Context: an optimization exercise on an open-source flow, tuned for small area. The choices shown serve that exercise and are no tape-out recipe.
The RTL was checked by simulation tests, not by an equivalence proof against the original design.
Power figures rest on the tool's default switching activity, not on a simulated workload. The clock port is modelled as an ideal driver; clocking choices that lean on that would not hold on a real chip.

== run A ==
// sa32_feeder
module sa32_feeder (
    input  logic               clk,
    input  logic               rstn,
    input  logic               start,
    input  logic [15:0]        k_len,
    input  logic               in_valid,
    output logic               in_ready,
    input  logic [255:0]       in_act,
    input  logic [255:0]       in_weight,
    output logic [255:0]       activation,
    output logic [255:0]       weight,
    output logic               control,
    output logic               busy,
    output logic               done
);
    localparam int unsigned N         = 32;
    localparam int unsigned WIDTH     = 8;
    localparam int unsigned KW        = 16;
    localparam int unsigned FLUSH_CYC = 3 * N - 2;
    typedef enum logic [1:0] {
        IDLE,
        STREAM,
        FLUSH,
        CTRL
    } feeder_state_e;
    feeder_state_e r_state;
    feeder_state_e w_next;
    logic [KW-1:0] r_cnt;
    logic          w_last;
    logic          r_done;
    logic          w_beat;
    logic [N-1:0]  r_vld;
    assign w_beat = (r_state == STREAM) & in_valid;
    assign w_last = (r_cnt == KW'(1));
    always_comb begin
        w_next = r_state;
        case (r_state)
            IDLE:    if (start) w_next = (k_len != '0) ? STREAM : CTRL;
            STREAM:  if (in_valid && w_last) w_next = FLUSH;
            FLUSH:   if (w_last) w_next = CTRL;
            default: w_next = IDLE;
        endcase
    end
    always_ff @(posedge clk or negedge rstn) begin
        if (!rstn) begin
            r_state <= IDLE;
            r_cnt   <= '0;
            r_done  <= 1'b0;
            r_vld   <= '0;
        end else begin
            r_state <= w_next;
            if (r_state == IDLE) begin
                r_cnt <= k_len;
            end else if (w_beat && w_last) begin
                r_cnt <= KW'(FLUSH_CYC);
            end else if (w_beat || r_state == FLUSH) begin
  ...
Size in the first run: roughly 9200 cells after synthesis, roughly 8500 flip-flops, ~1000 I/O pins.
Settings: LEC_CHECK=0, CAP_MARGIN=20, CORE_MARGIN=2, CORE_UTILIZATION=65, SLEW_MARGIN=20; clock period 4.0 ns.
standard.sh (not shown) runs the stock make flow with config.mk's settings and CLKGATE_MAP_FILE= SYNTH_SCRIPT=/design/flow/synth_recipe.tcl, a recipe that flattens the netlist after the stock synthesis.
==> flow/flow/run.sh <==
#!/bin/bash
# Standard ORFS layout with two changes: output port buffers are buf_1
# (the input port buffers keep the standard choice, whose delay covers
# input hold against the clock tree's insertion delay), and CTS clusters
# more sinks per leaf buffer and inserts no dummy loads.
set -euo pipefail
here=$(pwd)
export PRE_RESIZE_TCL="$here/flow/outbuf.tcl"
export CTS_ARGS="-sink_clustering_enable -repair_clock_nets -dont_use_dummy_load -sink_clustering_size ${CTS_SIZE:-35} -sink_clustering_max_diameter ${CTS_DIAM:-60}"
bash standard.sh > "$here/standard_flow.log" 2>&1
==> flow/flow/outbuf.tcl <==
# Resize the output port buffers that buffer_ports inserted to buf_1: each
# drives only its port's fixed load.
set n 0
foreach inst [[ord::get_db_block] getInsts] {
  if {[string match "output*" [$inst getName]] && [string match "*buf*" [[$inst getMaster] getName]]} {
    replace_cell [$inst getName] sky130_fd_sc_hd__buf_1
    incr n
  }
}
puts "outbuf.tcl: resized $n output buffers to buf_1"
Run A ran to completion and came out clean on the timing, DRC and antenna checks.
Edits applied to the flow inputs when going from run A to run B:
- a change of CORE_UTILIZATION from 65 to 45
==> flow/run.sh (new file) <==
#!/bin/bash
# synth_recipe.tcl (not shown) runs the flow's synth.tcl, then flattens the netlist and writes it again
# the make line also repeats each setting of config.mk as NAME=value (left out here)
make -C /OpenROAD-flow-scripts/flow DESIGN_CONFIG=/design/flow/config.mk WORK_HOME=/design/flow/orfs CLKGATE_MAP_FILE= SYNTH_SCRIPT=/design/flow/synth_recipe.tcl finish
removed: flow/flow/run.sh
removed: flow/flow/outbuf.tcl
removed: flow/standard.sh
--- outcome ---
Summary of run B over run A: non-clock buffer count now sits higher; top-level I/O count was more or less identical; area overhead of the layout relative to synthesis picked up an extra 13 points.
Relative to run B, the following input files were edited for run C:
- CORE_UTILIZATION: 45 -> 70
==> flow/flow/run.sh (new file) <==
#!/bin/bash
# Standard ORFS layout with two changes: output port buffers are buf_1
# (the input port buffers keep the standard choice, whose delay covers
# input hold against the clock tree's insertion delay), and CTS clusters
# more sinks per leaf buffer and inserts no dummy loads.
set -euo pipefail
here=$(pwd)
export PRE_RESIZE_TCL="$here/flow/outbuf.tcl"
export CTS_ARGS="-sink_clustering_enable -repair_clock_nets -dont_use_dummy_load -sink_clustering_size ${CTS_SIZE:-30} -sink_clustering_max_diameter ${CTS_DIAM:-100}"
bash standard.sh > "$here/standard_flow.log" 2>&1
==> flow/flow/outbuf.tcl (new file) <==
# Resize the output port buffers that buffer_ports inserted to buf_1: each
# drives only its port's fixed load.
set n 0
foreach inst [[ord::get_db_block] getInsts] {
  if {[string match "output*" [$inst getName]] && [string match "*buf*" [[$inst getMaster] getName]]} {
    replace_cell [$inst getName] sky130_fd_sc_hd__buf_1
    incr n
  }
}
puts "outbuf.tcl: resized $n output buffers to buf_1"
==> flow/standard.sh (new file) <==
#!/bin/bash
# synth_recipe.tcl (not shown) runs the flow's synth.tcl, then flattens the netlist and writes it again
# the make line also repeats each setting of config.mk as NAME=value (left out here)
make -C /OpenROAD-flow-scripts/flow DESIGN_CONFIG=/design/flow/config.mk WORK_HOME=/design/flow/orfs CLKGATE_MAP_FILE= SYNTH_SCRIPT=/design/flow/synth_recipe.tcl "${@:-finish}"
removed: flow/run.sh
### Flow results
- NOTE: initial standard-cell utilization of the core in run C exceeds that of run B
- Total power in run C is about 20% below run B.
- Run C ends up with higher fmax than run B does.
- Between run B and run C, the non-clock buffer count does not differ in any meaningful way.
- Diff run B -> run C: chip height went down by about 20%; power density normalized to cell area now smaller.
- The standard cells in run C occupy less silicon area than those in run B do.
- | standard-cell row count | higher: run B |
- Run C vs run B, beginning of the critical path: r_state[1] vs r_state[0]
- Delta (run C minus run B): routed wire length went down by about 0.4%, final setup violation count was more or less identical.
#### Input delta (run D over run C)
- a change of CORE_UTILIZATION from 70 to 65
-- flow/flow/run.sh --
<<< run C, line 7
here=$(pwd)
export PRE_RESIZE_TCL="$here/flow/outbuf.tcl"
export CTS_ARGS="-sink_clustering_enable -repair_clock_nets -dont_use_dummy_load -sink_clustering_size ${CTS_SIZE:-30} -sink_clustering_max_diameter ${CTS_DIAM:-100}"
bash standard.sh > "$here/standard_flow.log" 2>&1
>>> run D, line 7
here=$(pwd)
export PRE_RESIZE_TCL="$here/flow/outbuf.tcl"
export CTS_ARGS="-sink_clustering_enable -repair_clock_nets -dont_use_dummy_load -sink_clustering_size 32 -sink_clustering_max_diameter 60 -buf_list {sky130_fd_sc_hd__buf_12}"
bash standard.sh > "$here/standard_flow.log" 2>&1
## What came out
Lower row count goes to run C over run D. Taking run C as the reference, in run D clock skew went down; die area went up; worst path setup slack after routing went up. | fraction of standard cell area in multi-input logic | run C vs run D | ≈ equal |. Total via count in the routed design: run D better than run C.
[inputs] run E vs run D
==> flow/flow/outbuf.tcl <==
# Resize the port buffers that buffer_ports inserted. Output buffers become
# buf_1: each drives only its port's fixed load. Input buffers become
# dlygate4sd1_1, a delay buffer whose delay still covers input hold against
# the clock tree's insertion delay, in less area than the default choice.
set nin 0
set nout 0
foreach inst [[ord::get_db_block] getInsts] {
  set name [$inst getName]
  if {![string match "*buf*" [[$inst getMaster] getName]]} { continue }
  if {[string match "output*" $name]} {
    replace_cell $name sky130_fd_sc_hd__buf_1
    incr nout
  } elseif {[string match "input*" $name]} {
    replace_cell $name sky130_fd_sc_hd__dlygate4sd1_1
    incr nin
  }
}
puts "outbuf.tcl: resized $nout output buffers to buf_1 and $nin input buffers to dlygate4sd1_1"
Findings:
- Placed cell area is lower on run E
- Reported for run D and run E, effective utilization at floorplan turned out identical to the last digit.
- In the metrics for run D and run E, the one carrying the higher synthesis-to-finish area growth is run D.
- Power improves in run E relative to run D.
- Diff run E..run D | final routed wirelength across all metal layers | negligible
- Pre-CTS worst setup slack: run D and run E compared, higher one is run E
- From run E to run D, die outline area did not move at all.
- Summary of run E over run D: final area down about 0.36%, final clock skew -6.4 ps.
- Relative to run D, setup slack decreased by 29 ps in run E.
- Between run E and run D, it is run E whose maximum number of pins on one net before global-route repair is lower, by 8.

## what the ideal ports hide
The results above use ideal ports. As a check the final layouts listed here were re-extracted and re-timed, cells and wires unchanged.
Step 1 (the two cells are an assumption about what drives the block):
set clk [get_ports {clk}]
set_driving_cell -lib_cell sky130_fd_sc_hd__clkbuf_16 $clk
set_driving_cell -lib_cell sky130_fd_sc_hd__buf_2 [delete_from_list [all_inputs] $clk]
Step 2 moves the port delays by t, midway between the first and last clock arrival at a register: inputs arrive t later, outputs are due t later. That takes back most of the time a late clock gives input paths.
Three values: ideal ports, drivers, drivers and shift; two values: the first two.
run	t, ns	slack for setup (ns)	latest minus earliest clock arrival (ns)
run A	0.974	0.473 / 0.376 / 1.018	0.077 / 0.077
run B	1.109	0.297 / 0.191 / 0.872	0.052 / 0.053
run C	1.027	0.359 / 0.268 / 1.077	0.104 / 0.104
run D	0.905	0.555 / 0.454 / 1.009	0.096 / 0.096
run E	0.909	0.526 / 0.422 / 1.332	0.091 / 0.091
After both steps setup and hold are still met in every run listed.
